Background: an optimization exercise with open tools, aiming at small area, a short achievable clock period and few clock cycles per item. Do not read the settings as production practice. The RTL was checked by simulation tests, not by an equivalence proof against the original design. Power figures rest on the tool's default switching activity, not on a simulated workload.

== main ==
Design aes_dec_top, start of the top module:
module aes_dec_top
(
    input  logic        clk,
    input  logic        reset,
    input  logic [11:0] paddr,
    input  logic        psel,
    input  logic        penable,
    input  logic        pwrite,
    input  logic [31:0] pwdata,
    output logic [31:0] prdata,
    output logic        pready,
    output logic        pslverr
);
    logic         key_we;
    logic [5:0]   key_addr;
    logic [31:0]  key_wdata;
    logic         start;
    logic         ctrl_wr;
    logic         fin;
    logic [127:0] ciphertext;
    logic [127:0] plaintext;
    logic [127:0] round_key;
    logic [127:0] last_key;
    logic [31:0]  wdata_z;
    logic [9:0]   round_sel;
    aes_dec_regs i_aes_dec_regs (
        .clk        (clk),
        .reset      (reset),
        .paddr      (paddr),
        .psel       (psel),
        .penable    (penable),
        .pwrite     (pwrite),
        .pwdata     (pwdata),
        .prdata     (prdata),
        .pready     (pready),
        .pslverr    (pslverr),
        .fin        (fin),
        .plaintext  (plaintext),
        .key_we     (key_we),
        .key_addr   (key_addr),
        .key_wdata  (key_wdata),
        .start      (start),
        .ctrl_wr    (ctrl_wr),
        .wdata_z    (wdata_z),
        .ciphertext (ciphertext)
    );
    aes_round_key_store i_aes_round_key_store (
        .clk       (clk),
        .key_we    (key_we),
        .key_addr  (key_addr),
        .key_wdata (key_wdata),
        .wdata_z   (wdata_z),
        .round_sel (round_sel),
        .round_key (round_key),
        .last_key  (last_key)
    );
    aes_dec_engine i_aes_dec_engine (
        .clk        (clk),
        .reset      (reset),
        .start      (start),
        .ctrl_wr    (ctrl_wr),
  ...
clock: 10.0 ns
lec_check: 0
cap_margin: 20
core_margin: 2
core_utilization: 40
cts_cluster_diameter: 100
cts_cluster_size: 25
place_density: 0.75
slew_margin: 20
tns_end_percent: 5
standard.sh (not shown) runs the stock make flow with config.mk's settings and CLKGATE_MAP_FILE= SYNTH_SCRIPT=/design/flow/synth_recipe.tcl, a recipe that flattens the netlist after the stock synthesis.
==> flow/flow/run.sh <==
#!/bin/bash
# The standard layout (standard.sh, its synthesis unchanged) with two changes to how the layout
# is made: the port buffers are buf_2 cells, and timing repair works until the setup slack reaches
# SETUP_SLACK_MARGIN, well above zero at the 10 ns clock. The tools' output goes to standard.log.
set -euo pipefail
export SETUP_SLACK_MARGIN=7.0
export BUFFER_PORTS_ARGS="-buffer_cell sky130_fd_sc_hd__buf_2"
bash standard.sh > standard.log 2>&1
main reached the final stage; the timing, DRC and antenna checks on its layout passed.
Testbench counts of main, summed over its fixed seeds: cycles 6,912, blocks 192.
[inputs] the feature branch vs main
diff --git a/flow/design.v b/flow/design.v
--- a/flow/design.v
+++ b/flow/design.v
@@ -674,23 +674,22 @@
     input  logic         pwrite,
     input  logic [31:0]  pwdata,
     output logic [31:0]  prdata,
     output logic         pready,
     output logic         pslverr,
     input  logic         fin,         
     input  logic [127:0] plaintext,   
     output logic         key_we,
     output logic [5:0]   key_addr,
     output logic [31:0]  key_wdata,
     output logic         start,
-    output logic         ctrl_wr,     
     output logic [31:0]  wdata_z,     
     output logic [127:0] ciphertext   
 );
     logic        busy;
     logic        done;
     logic        busy_n;
     logic        done_n;
     logic        key_hit;
     logic        din_hit;
     logic        ctrl_hit;
     logic        stat_hit;
@@ -758,24 +757,23 @@
         din_q    <= din_hit;
         ctrl_q   <= ctrl_hit;
         widx_q   <= paddr[7:2];
     end
     assign prdata  = prdata_q;
     assign pslverr = err_q;
     assign pready  = 1'b1;  
     assign we        = wr_q;  
     assign key_we    = we && key_q;
     assign key_addr  = widx_q;
     assign key_wdata = pwdata;
-    assign ctrl_wr   = we && ctrl_q;
-    assign start     = ctrl_wr && pwdata[0];
+    assign start     = we && ctrl_q && pwdata[0];
     always_ff @(posedge clk)
     begin
         for (int w = 0; w < 4; w++)
         begin
             if (we && din_q && (widx_q[1:0] == 2'(w)))
             begin
                 ciphertext[127 - 32 * w -: 32] <= wdata_z;
             end
         end
     end
     always_ff @(posedge clk)
@@ -796,39 +794,35 @@
             done <= 1'b1;
         end
     end
 endmodule
 `default_nettype wire
 `default_nettype none
 module aes_dec_engine
 (
     input  logic         clk,
     input  logic         reset,
     input  logic         start,
-    input  logic         ctrl_wr,     
-    input  logic         start_bit,
     input  logic [127:0] ciphertext,
     input  logic [127:0] last_key,
     input  logic [127:0] round_key,
     output logic [9:0]   round_sel,   
     output logic         fin,         
     output logic [127:0] plaintext
 );
     logic         run;
     logic         ph;        
     logic [9:0]   rsel;      
     logic         pend_q;
     logic         z_ok_q;    
     logic         go;
-    logic         rdy;
-    logic         a_en;
     logic [127:0] state_q;
     logic [63:0]  norm_q;    
     logic [127:0] state_d;
     logic [63:0]  norm_d;
     logic [127:0] a_q;
     logic [127:0] z0;
     logic [127:0] s1_out;
     logic [127:0] s2_out;
     assign round_sel = rsel;
     assign plaintext = a_q;
     aes_z0 i_z0 (
@@ -838,36 +832,34 @@
     );
     aes_inv_s1 i_s1 (
         .x  (state_q),
         .d  (norm_q),
         .kg (round_key),
         .a  (s1_out)
     );
     aes_inv_s2 i_s2 (
         .a (a_q),
         .y (s2_out)
     );
-    assign rdy = z_ok_q && !run;
-    assign go  = (start || pend_q) && rdy;
-    assign a_en = (start_bit && (ctrl_wr && rdy)) || ((pend_q && rdy) || (run && !ph));
+    assign go  = (start || pend_q) && z_ok_q && !run;
     assign fin = run && ph && rsel[0];
     assign state_d = run ? s2_out : z0;
     aes_norms i_norms (
         .x (state_d),
         .d (norm_d)
     );
     always_ff @(posedge clk)
     begin
         state_q <= state_d;
         norm_q  <= norm_d;
-        if (a_en)
+        if (go || (run && !ph))
         begin
             a_q <= s1_out;
         end
     end
     always_ff @(posedge clk)
     begin
         if (reset)
         begin
             run    <= 1'b0;
             ph     <= 1'b0;
             rsel   <= 10'b10_0000_0000;
@@ -914,23 +906,22 @@
     input  logic        penable,
     input  logic        pwrite,
     input  logic [31:0] pwdata,
     output logic [31:0] prdata,
     output logic        pready,
     output logic        pslverr
 );
     logic         key_we;
     logic [5:0]   key_addr;
     logic [31:0]  key_wdata;
     logic         start;
-    logic         ctrl_wr;
     logic         fin;
     logic [127:0] ciphertext;
     logic [127:0] plaintext;
     logic [127:0] round_key;
     logic [127:0] last_key;
     logic [31:0]  wdata_z;
     logic [9:0]   round_sel;
     aes_dec_regs i_aes_dec_regs (
         .clk        (clk),
         .reset      (reset),
         .paddr      (paddr),
@@ -939,40 +930,37 @@
         .pwrite     (pwrite),
         .pwdata     (pwdata),
         .prdata     (prdata),
         .pready     (pready),
         .pslverr    (pslverr),
         .fin        (fin),
         .plaintext  (plaintext),
         .key_we     (key_we),
         .key_addr   (key_addr),
         .key_wdata  (key_wdata),
         .start      (start),
-        .ctrl_wr    (ctrl_wr),
         .wdata_z    (wdata_z),
         .ciphertext (ciphertext)
     );
     aes_round_key_store i_aes_round_key_store (
         .clk       (clk),
         .key_we    (key_we),
         .key_addr  (key_addr),
         .key_wdata (key_wdata),
         .wdata_z   (wdata_z),
         .round_sel (round_sel),
         .round_key (round_key),
         .last_key  (last_key)
     );
     aes_dec_engine i_aes_dec_engine (
         .clk        (clk),
         .reset      (reset),
         .start      (start),
-        .ctrl_wr    (ctrl_wr),
-        .start_bit  (pwdata[0]),
         .ciphertext (ciphertext),
         .last_key   (last_key),
         .round_key  (round_key),
         .round_sel  (round_sel),
         .fin        (fin),
         .plaintext  (plaintext)
     );
 endmodule
 `default_nettype wire
Final layout net count (the feature branch over main): decrease, 0.87%
Any difference in global routing met2 resource utilization between main and the feature branch is small enough to ignore.
Status: setup slack parity (main, the feature branch)
The buffer levels on the longest clock path of the feature branch and that of main are within noise of each other.
Measured against each other, main and the feature branch differ in cell row count, the higher figure coming from the feature branch.
From main to the feature branch the numbers moved as follows: sequential share of layout area decreased 0.31 points; power increased about 0.55%; worst hold slack decreased 0.019 ns; synthesized cell count decreased 0.79%; wire length after detailed routing increased about 1.5%.
Diff main..the feature branch | count of sequential standard cells | unchanged
The feature branch ends up with a post-synth net total that is 56 lower than in main.
Diff main -> the feature branch | inverter count | down by a few percent
Compared with main, the feature branch shows count of placed standard cells including taps that has gone down slightly.
Testbench counts of the feature branch, summed over its fixed seeds: cycles 6,912, blocks 192.

========
aes_dec_top, a different RTL version from the one above (not shown whole).
Size: ~2000 flip-flops, about 96000 um^2 of cells after synthesis.
==> module aes_dec_engine, before the edit <==
module aes_dec_engine
(
    input  logic         clk,
    input  logic         reset,
    input  logic         start,
    input  logic [127:0] ciphertext,
    input  logic [127:0] last_key,
    input  logic [127:0] round_key,
    output logic [9:0]   round_sel,   
    output logic         fin,         
    output logic [127:0] plaintext
);
    logic         run;
    logic         ph;        
    logic [9:0]   rsel;      
    logic         pend_q;
    logic         z_ok_q;    
    logic         go;
    logic [127:0] state_q;
    logic [63:0]  norm_q;    
    logic [127:0] state_d;
    logic [63:0]  norm_d;
    logic [127:0] a_q;
    logic [127:0] z0;
    logic [127:0] s1_out;
    logic [127:0] s2_out;
    assign round_sel = rsel;
    assign plaintext = a_q;
    aes_z0 i_z0 (
        .ct  (ciphertext),
        .k10 (last_key),
        .z   (z0)
    );
    aes_inv_s1 i_s1 (
        .x  (state_q),
        .d  (norm_q),
        .kg (round_key),
        .a  (s1_out)
    );
    aes_inv_s2 i_s2 (
        .a (a_q),
        .y (s2_out)
    );
    assign go  = (start || pend_q) && z_ok_q && !run;
    assign fin = run && ph && rsel[0];
    assign state_d = run ? s2_out : z0;
    aes_norms i_norms (
        .x (state_d),
        .d (norm_d)
    );
    always_ff @(posedge clk)
    begin
        state_q <= state_d;
        norm_q  <= norm_d;
        if (go || (run && !ph))
        begin
            a_q <= s1_out;
        end
    end
    always_ff @(posedge clk)
    begin
        if (reset)
        begin
            run    <= 1'b0;
            ph     <= 1'b0;
            rsel   <= 10'b10_0000_0000;
            pend_q <= 1'b0;
            z_ok_q <= 1'b0;
        end
        else
        begin
            pend_q <= (start || pend_q) && !go;
            z_ok_q <= !run;
            if (go)
            begin
                run  <= 1'b1;
                ph   <= 1'b1;
                rsel <= 10'b01_0000_0000;
            end
            else if (run)
            begin
                ph <= !ph;
                if (!ph)
                begin
                    if (rsel[0])
                    begin
                        run  <= 1'b0;
                        rsel <= 10'b10_0000_0000;
                    end
                    else
                    begin
                        rsel <= rsel >> 1;
                    end
                end
            end
        end
    end
endmodule
export LEC_CHECK = 0
export CAP_MARGIN = 20
export CORE_MARGIN = 2
export CORE_UTILIZATION = 40
export CTS_CLUSTER_DIAMETER = 100
export CTS_CLUSTER_SIZE = 25
export SLEW_MARGIN = 20
export TNS_END_PERCENT = 5
create_clock -name core_clock -period 10.0 [get_ports {clk}]
Scripts as last shown in full above: flow/flow/run.sh
Testbench counts at the start, summed over its fixed seeds: cycles 6,912, blocks 192.
Next try:
--- a/flow/design.v
+++ b/flow/design.v
@@ -736,6 +736,7 @@
     logic         pend_q;
     logic         z_ok_q;    
     logic         go;
+    logic         fin_q;     
     logic [127:0] state_q;
     logic [63:0]  norm_q;    
     logic [127:0] state_d;
@@ -762,7 +763,7 @@
         .y (s2_out)
     );
     assign go  = (start || pend_q) && z_ok_q && !run;
-    assign fin = run && ph && rsel[0];
+    assign fin = fin_q;
     assign state_d = run ? s2_out : z0;
     aes_norms i_norms (
         .x (state_d),
@@ -786,10 +787,12 @@
             rsel   <= 10'b10_0000_0000;
             pend_q <= 1'b0;
             z_ok_q <= 1'b0;
+            fin_q  <= 1'b0;
         end
         else
         begin
             pend_q <= (start || pend_q) && !go;
+            fin_q  <= run && !ph && rsel[0];
             z_ok_q <= !run;
             if (go)
             begin
Core utilization grows by 0.12 points.
Setup slack gets worse by 0.16 ns.
Global-route usage shrinks by 0.18 points.
Non-clock buffer count grows by 22.
Die area shrinks slightly.
Final area shrinks slightly.
Synthesized area shrinks slightly.
Final cell count is about the same.
Power shrinks slightly.
Wire length shrinks slightly.
Fmax shrinks by a few percent.
Via count shrinks slightly.
Synthesized cell count stays flat.
Critical path depth grows by 5.
Testbench counts after the change, summed over its fixed seeds: cycles 7,296, blocks 192.

[static timing again, ports no longer ideal]
In the flow no input, the clock included, has a driving cell. The finished layouts below were timed again as built, in two steps.
Step 1, drivers: a clkbuf_16 drives clk and a buf_2 each remaining input, both assumed.
Step 2 times the ports against the registers' clock, not the clock port: input delays grow and output delays shrink by t, the midpoint of the rising clock arrivals with the driver on.
Slacks: ideal ports / drivers / drivers and shift; pairs: ideal ports / drivers.
| run | t, ns | setup slack, ns | latest minus earliest clock arrival (ns) | worst register clock-pin slew, ns |
|---|---|---|---|---|
| main | 0.855 | 6.652 / 6.524 / 5.670 | 0.053 / 0.053 | 0.11 / 0.11 |
| the feature branch | 0.834 | 6.654 / 6.565 / 5.731 | 0.051 / 0.052 | 0.11 / 0.11 |
| the first run of note 2 | 0.873 | 6.667 / 6.582 / 5.747 | 0.044 / 0.043 | 0.11 / 0.11 |
| the second run of note 2 | 0.865 | 6.504 / 6.458 / 5.679 | 0.054 / 0.054 | 0.11 / 0.11 |
After both steps setup and hold are still met in every run listed. The setup slack of main, which loses most, moves by -0.128 ns with the drivers and by -0.982 ns with both steps.
